From an optimization exercise on the open Yosys and OpenROAD flow, aimed at small area and a short achievable clock period; shortcuts taken in it are not production practice. No activity file was given, so power comes from the tool's default toggle rates.

==> flow/design.v <==
module hamwt_locator #(
  parameter int DATA_W    = 8,
  parameter int PKT_BEATS = 128,
  parameter int MAX_ONES  = 31,
  localparam int IDX_W    = $clog2(DATA_W * PKT_BEATS),
  localparam int WT_W     = $clog2(DATA_W * PKT_BEATS + 1)
) (
  input  logic                      clk,
  input  logic                      clear_n,
  input  logic                      pkt_starts,
  input  logic                      data_valid,
  input  logic [DATA_W-1:0]         bin_data,
  output logic [WT_W-1:0]           ham_wt,
  output logic [MAX_ONES*IDX_W-1:0] locn_ones,
  output logic                      loc_ovf,
  output logic                      done,
  output logic                      busy
);
  localparam int BEAT_W = (PKT_BEATS > 1) ? $clog2(PKT_BEATS) : 1;
  localparam int OFF_W  = (DATA_W > 1) ? $clog2(DATA_W) : 1;
  localparam int HI_W   = WT_W - OFF_W;
  localparam int NSLOT  = MAX_ONES;
  logic              busy_q;
  logic [BEAT_W-1:0] beat_q;
  logic [WT_W-1:0]   wt_q;
  logic [IDX_W-1:0]  locs_q [NSLOT];
  logic [WT_W-1:0]   ham_wt_q;
  logic [IDX_W-1:0]  locn_q [NSLOT];
  logic              ovf_q, done_q;
  logic              start, accept, last_beat, fin;
  logic [BEAT_W-1:0] base_beat, beat_inc;
  logic [WT_W-1:0]   wt_d;
  logic              ovf_d;
  logic [OFF_W-1:0]  rot;
  logic [DATA_W-1:0] d;
  localparam int HALF = DATA_W / 2;
  logic [HALF:0]     hc [2];
  logic [OFF_W-2:0]  hp [2][HALF];
  logic [DATA_W:0]   cnt_oh;
  logic [DATA_W-1:0] has;
  logic [OFF_W-1:0]  pos [DATA_W];
  logic [DATA_W-1:0] hit;
  logic [OFF_W-1:0]  off [DATA_W];
  logic [NSLOT-1:0]  filled, win, we, ld;
  logic [IDX_W-1:0]  locs_d [NSLOT];
  logic [IDX_W-1:0]  nv [DATA_W];
  logic              hold;
  function automatic integer rank_below(input integer m, input integer i);
    integer b;
    begin
      rank_below = 0;
      for (b = 0; b < 32; b = b + 1)
        if (b < i && ((m >> b) & 1) == 1) rank_below = rank_below + 1;
    end
  endfunction
  assign start     = pkt_starts & data_valid;
  assign accept    = data_valid & (start | busy_q);
  assign base_beat = start ? '0 : beat_q;
  assign rot       = start ? '0 : wt_q[OFF_W-1:0];
  assign last_beat = !start && (beat_q == BEAT_W'(PKT_BEATS - 1));
  assign fin       = accept & last_beat;
  always_comb begin
    for (int p = 0; p < DATA_W; p++) d[p] = bin_data[DATA_W - 1 - p];
    for (int h = 0; h < 2; h++) begin
      hc[h]  = '0;
      for (int j = 0; j < HALF; j++) hp[h][j] = '0;
      for (int m = 0; m < (1 << HALF); m++) begin
        logic t;
        int   c;
        t = 1'b1;
        c = 0;
        for (int i = 0; i < HALF; i++) begin
          t = t & (((m >> i) & 1) ? d[h*HALF+i] : !d[h*HALF+i]);
          c = c + ((m >> i) & 1);
        end
        hc[h][c] = hc[h][c] | t;
        for (int i = 0; i < HALF; i++)
          hp[h][rank_below(m, i)] = hp[h][rank_below(m, i)]
                             | ({(OFF_W-1){t & (((m >> i) & 1) == 1)}} & (OFF_W-1)'(i));
      end
    end
    cnt_oh = '0;
    for (int a = 0; a <= HALF; a++)
      for (int b = 0; b <= HALF; b++) cnt_oh[a+b] = cnt_oh[a+b] | (hc[0][a] & hc[1][b]);
    for (int j = 0; j < DATA_W; j++) begin
      has[j] = 1'b0;
      pos[j] = '0;
      for (int a = 0; a <= HALF; a++) begin
        if (j < a) begin
          has[j] = has[j] | hc[0][a];
          pos[j] = pos[j] | ({OFF_W{hc[0][a]}} & {1'b0, hp[0][j]});
        end else if (j - a < HALF) begin
          logic more;
          more = 1'b0;
          for (int b = j - a + 1; b <= HALF; b++) more = more | hc[1][b];
          has[j] = has[j] | (hc[0][a] & more);
          pos[j] = pos[j] | ({OFF_W{hc[0][a]}} & {1'b1, hp[1][j-a]});
        end
      end
    end
  end
  always_comb begin
    logic [DATA_W-1:0] rsel;
    for (int m = 0; m < DATA_W; m++) rsel[m] = (rot == OFF_W'(m));
    for (int r = 0; r < DATA_W; r++) begin
      hit[r] = 1'b0;
      off[r] = '0;
      for (int m = 0; m < DATA_W; m++) begin
        hit[r] = hit[r] | (rsel[m] & has[(r - m + DATA_W) % DATA_W]);
        off[r] = off[r] | ({OFF_W{rsel[m]}} & pos[(r - m + DATA_W) % DATA_W]);
      end
    end
  end
  always_comb begin
    logic [OFF_W-1:0] lo_b, lo_n;
    logic [HI_W-1:0]  hi_q, hi_i;
    logic             cy;
    lo_b = start ? '0 : wt_q[OFF_W-1:0];
    hi_q = wt_q[WT_W-1:OFF_W];
    for (int i = 0; i < HI_W; i++) begin
      logic all_lo;
      all_lo = 1'b1;
      for (int j = 0; j < i; j++) all_lo = all_lo & hi_q[j];
      hi_i[i] = hi_q[i] ^ all_lo;
    end
    lo_n = '0;
    cy   = 1'b0;
    for (int n = 0; n <= DATA_W; n++)
      for (int l = 0; l < DATA_W; l++)
        if (cnt_oh[n] && lo_b == OFF_W'(l)) begin
          lo_n = OFF_W'(l + n);
          cy   = (l + n) >= DATA_W;
        end
    if (start) wt_d = {HI_W'(cy), lo_n};
    else       wt_d = {cy ? hi_i : hi_q, lo_n};
    ovf_d = !start && ((|hi_q[HI_W-1:2]) | (cy & (&hi_q[1:0])));
  end
  always_comb begin
    for (int i = 0; i < BEAT_W; i++) begin
      logic all_lo;
      all_lo = 1'b1;
      for (int j = 0; j < i; j++) all_lo = all_lo & beat_q[j];
      beat_inc[i] = beat_q[i] ^ all_lo;
    end
    if (start) beat_inc = BEAT_W'(1);
  end
  always_comb begin
    logic              sat;
    logic [4:0]        w5;
    sat = |wt_q[WT_W-1:5];
    w5  = wt_q[4:0];
    for (int k = 0; k < NSLOT; k++) begin
      filled[k] = 1'b0;
      win[k]    = 1'b0;
      for (int v = 0; v < 32; v++)
        if (w5 == 5'(v)) begin
          filled[k] = (v > k);
          win[k]    = (v <= k) && (k < v + DATA_W);
        end
      filled[k] = !start && (sat || filled[k]);
      win[k]    = start ? (k < DATA_W) : (busy_q && !sat && win[k]);
      we[k]     = data_valid & win[k];
    end
  end
  always_comb
    for (int r = 0; r < DATA_W; r++) nv[r] = {IDX_W{hit[r]}} & {base_beat, off[r]};
  always_comb
    for (int k = 0; k < NSLOT; k++)
      locs_d[k] = ({IDX_W{we[k]}}  & nv[k % DATA_W])
                | ({IDX_W{!we[k]}} & locs_q[k]);
  always_ff @(posedge clk)
    for (int k = 0; k < NSLOT; k++) locs_q[k] <= locs_d[k];
  always_comb begin
    hold = clear_n & !fin;
    for (int k = 0; k < NSLOT; k++)
      ld[k] = clear_n & fin & (filled[k] | win[k]);
  end
  always_ff @(posedge clk)
    for (int k = 0; k < NSLOT; k++)
      locn_q[k] <= ({IDX_W{ld[k]}} & locs_d[k]) | ({IDX_W{hold}} & locn_q[k]);
  always_ff @(posedge clk) begin
    if (accept) begin
      beat_q <= beat_inc;
      wt_q   <= wt_d;
    end
  end
  always_ff @(posedge clk) begin
    if (!clear_n) begin
      busy_q   <= 1'b0;
      ham_wt_q <= '0;
      ovf_q    <= 1'b0;
      done_q   <= 1'b0;
    end else begin
      done_q <= fin;
      if (accept) busy_q <= !last_beat;
      if (fin) begin
        ham_wt_q <= wt_d;
        ovf_q    <= ovf_d;
      end
    end
  end
  always_comb
    for (int k = 0; k < NSLOT; k++) locn_ones[k*IDX_W +: IDX_W] = locn_q[k];
  assign ham_wt  = ham_wt_q;
  assign loc_ovf = ovf_q;
  assign done    = done_q;
  assign busy    = busy_q;
endmodule
Settings: LEC_CHECK=0, ABC_AREA=1, CAP_MARGIN=20, CORE_MARGIN=2, CORE_UTILIZATION=60, CTS_CLUSTER_DIAMETER=80, CTS_CLUSTER_SIZE=30, SLEW_MARGIN=20; clock period 14.0 ns.
standard.sh (not shown) runs the stock make flow with config.mk's settings and CLKGATE_MAP_FILE= SYNTH_SCRIPT=/design/flow/synth_recipe.tcl, a recipe that flattens the netlist after the stock synthesis.
==> flow/flow/run.sh <==
#!/bin/bash
# The standard ORFS layout (standard.sh) with two changes to how the layout
# is made; the clock, I/O constraints and every other setting are the standard flow's:
#  - the timing repair steps aim for the setup margin in flow/margin.txt, so they
#    also work on paths the 14 ns clock leaves slack on;
#  - the port buffers are the plain sky130 buffer named in flow/portbuf.txt.
set -euo pipefail
MARGIN=$(cat flow/margin.txt)
PORTBUF=$(cat flow/portbuf.txt)
bash standard.sh SETUP_SLACK_MARGIN=$MARGIN "BUFFER_PORTS_ARGS=-buffer_cell $PORTBUF" finish > orfs_make.log 2>&1
==> flow/flow/margin.txt <==
9
==> flow/flow/portbuf.txt <==
sky130_fd_sc_hd__buf_1
==> next run, changes <==
--- a/flow/design.v
+++ b/flow/design.v
@@ -28,13 +28,12 @@
   logic [IDX_W-1:0]  locn_q [NSLOT];
   logic              ovf_q, done_q;
   logic              start, accept, last_beat, fin;
   logic [BEAT_W-1:0] base_beat, beat_inc;
   logic [WT_W-1:0]   wt_d;
   logic              ovf_d;
-  logic [OFF_W-1:0]  rot;
   logic [DATA_W-1:0] d;
   localparam int HALF = DATA_W / 2;
   logic [HALF:0]     hc [2];
   logic [OFF_W-2:0]  hp [2][HALF];
   logic [DATA_W:0]   cnt_oh;
   logic [DATA_W-1:0] has;
@@ -53,13 +52,12 @@
         if (b < i && ((m >> b) & 1) == 1) rank_below = rank_below + 1;
     end
   endfunction
   assign start     = pkt_starts & data_valid;
   assign accept    = data_valid & (start | busy_q);
   assign base_beat = start ? '0 : beat_q;
-  assign rot       = start ? '0 : wt_q[OFF_W-1:0];
   assign last_beat = !start && (beat_q == BEAT_W'(PKT_BEATS - 1));
   assign fin       = accept & last_beat;
   always_comb begin
     for (int p = 0; p < DATA_W; p++) d[p] = bin_data[DATA_W - 1 - p];
     for (int h = 0; h < 2; h++) begin
       hc[h]  = '0;
@@ -98,19 +96,23 @@
         end
       end
     end
   end
   always_comb begin
     logic [DATA_W-1:0] rsel;
-    for (int m = 0; m < DATA_W; m++) rsel[m] = (rot == OFF_W'(m));
+    for (int m = 0; m < DATA_W; m++) rsel[m] = (wt_q[OFF_W-1:0] == OFF_W'(m));
     for (int r = 0; r < DATA_W; r++) begin
       hit[r] = 1'b0;
       off[r] = '0;
       for (int m = 0; m < DATA_W; m++) begin
         hit[r] = hit[r] | (rsel[m] & has[(r - m + DATA_W) % DATA_W]);
         off[r] = off[r] | ({OFF_W{rsel[m]}} & pos[(r - m + DATA_W) % DATA_W]);
+      end
+      if (start) begin
+        hit[r] = has[r];
+        off[r] = pos[r];
       end
     end
   end
   always_comb begin
     logic [OFF_W-1:0] lo_b, lo_n;
     logic [HI_W-1:0]  hi_q, hi_i;
=> The changed run finished clean. Count of clock-buffer cells in the layout stays the same. Synthesized area rose by a few percent. Hold slack hardly moves. Register-to-register slack is worse by 0.58 ns. Flip-flop and latch count does not change. Wire length rose by a few percent. Global-route usage rose by 0.31 points. Total power went down slightly. Worst setup slack is worse by 0.027 ns. Combinational power is about the same. Die area went up by a few percent. Via count climbs by a little under a tenth. Cell area is higher by a few percent. Cell count came out higher by about a fifth.
Function was not checked in any run of this note: the RTL went through the layout flow alone.

[static timing again, ports no longer ideal]
The results above use ideal ports. As a check the final layouts listed here were re-extracted and re-timed, cells and wires unchanged.
Step 1, drivers: a clkbuf_16 drives clk and a buf_2 each remaining input, both assumed.
Step 2 times the ports against the registers' clock, not the clock port: input delays grow and output delays shrink by t, the midpoint of the rising clock arrivals with the driver on.
a / b / c = ideal / step 1 / step 2; a / b = the first two.
run | t, ns | setup slack, ns | worst setup path after step 2
the first run | 0.657 | 8.962 / 8.969 / 8.312 | input to register
the second run | 0.676 | 8.935 / 8.949 / 8.272 | input to register
After both steps setup and hold are still met in every run listed. For the second run, which loses most, drivers alone change the setup slack by +0.014 ns; drivers and shift together by -0.663 ns.
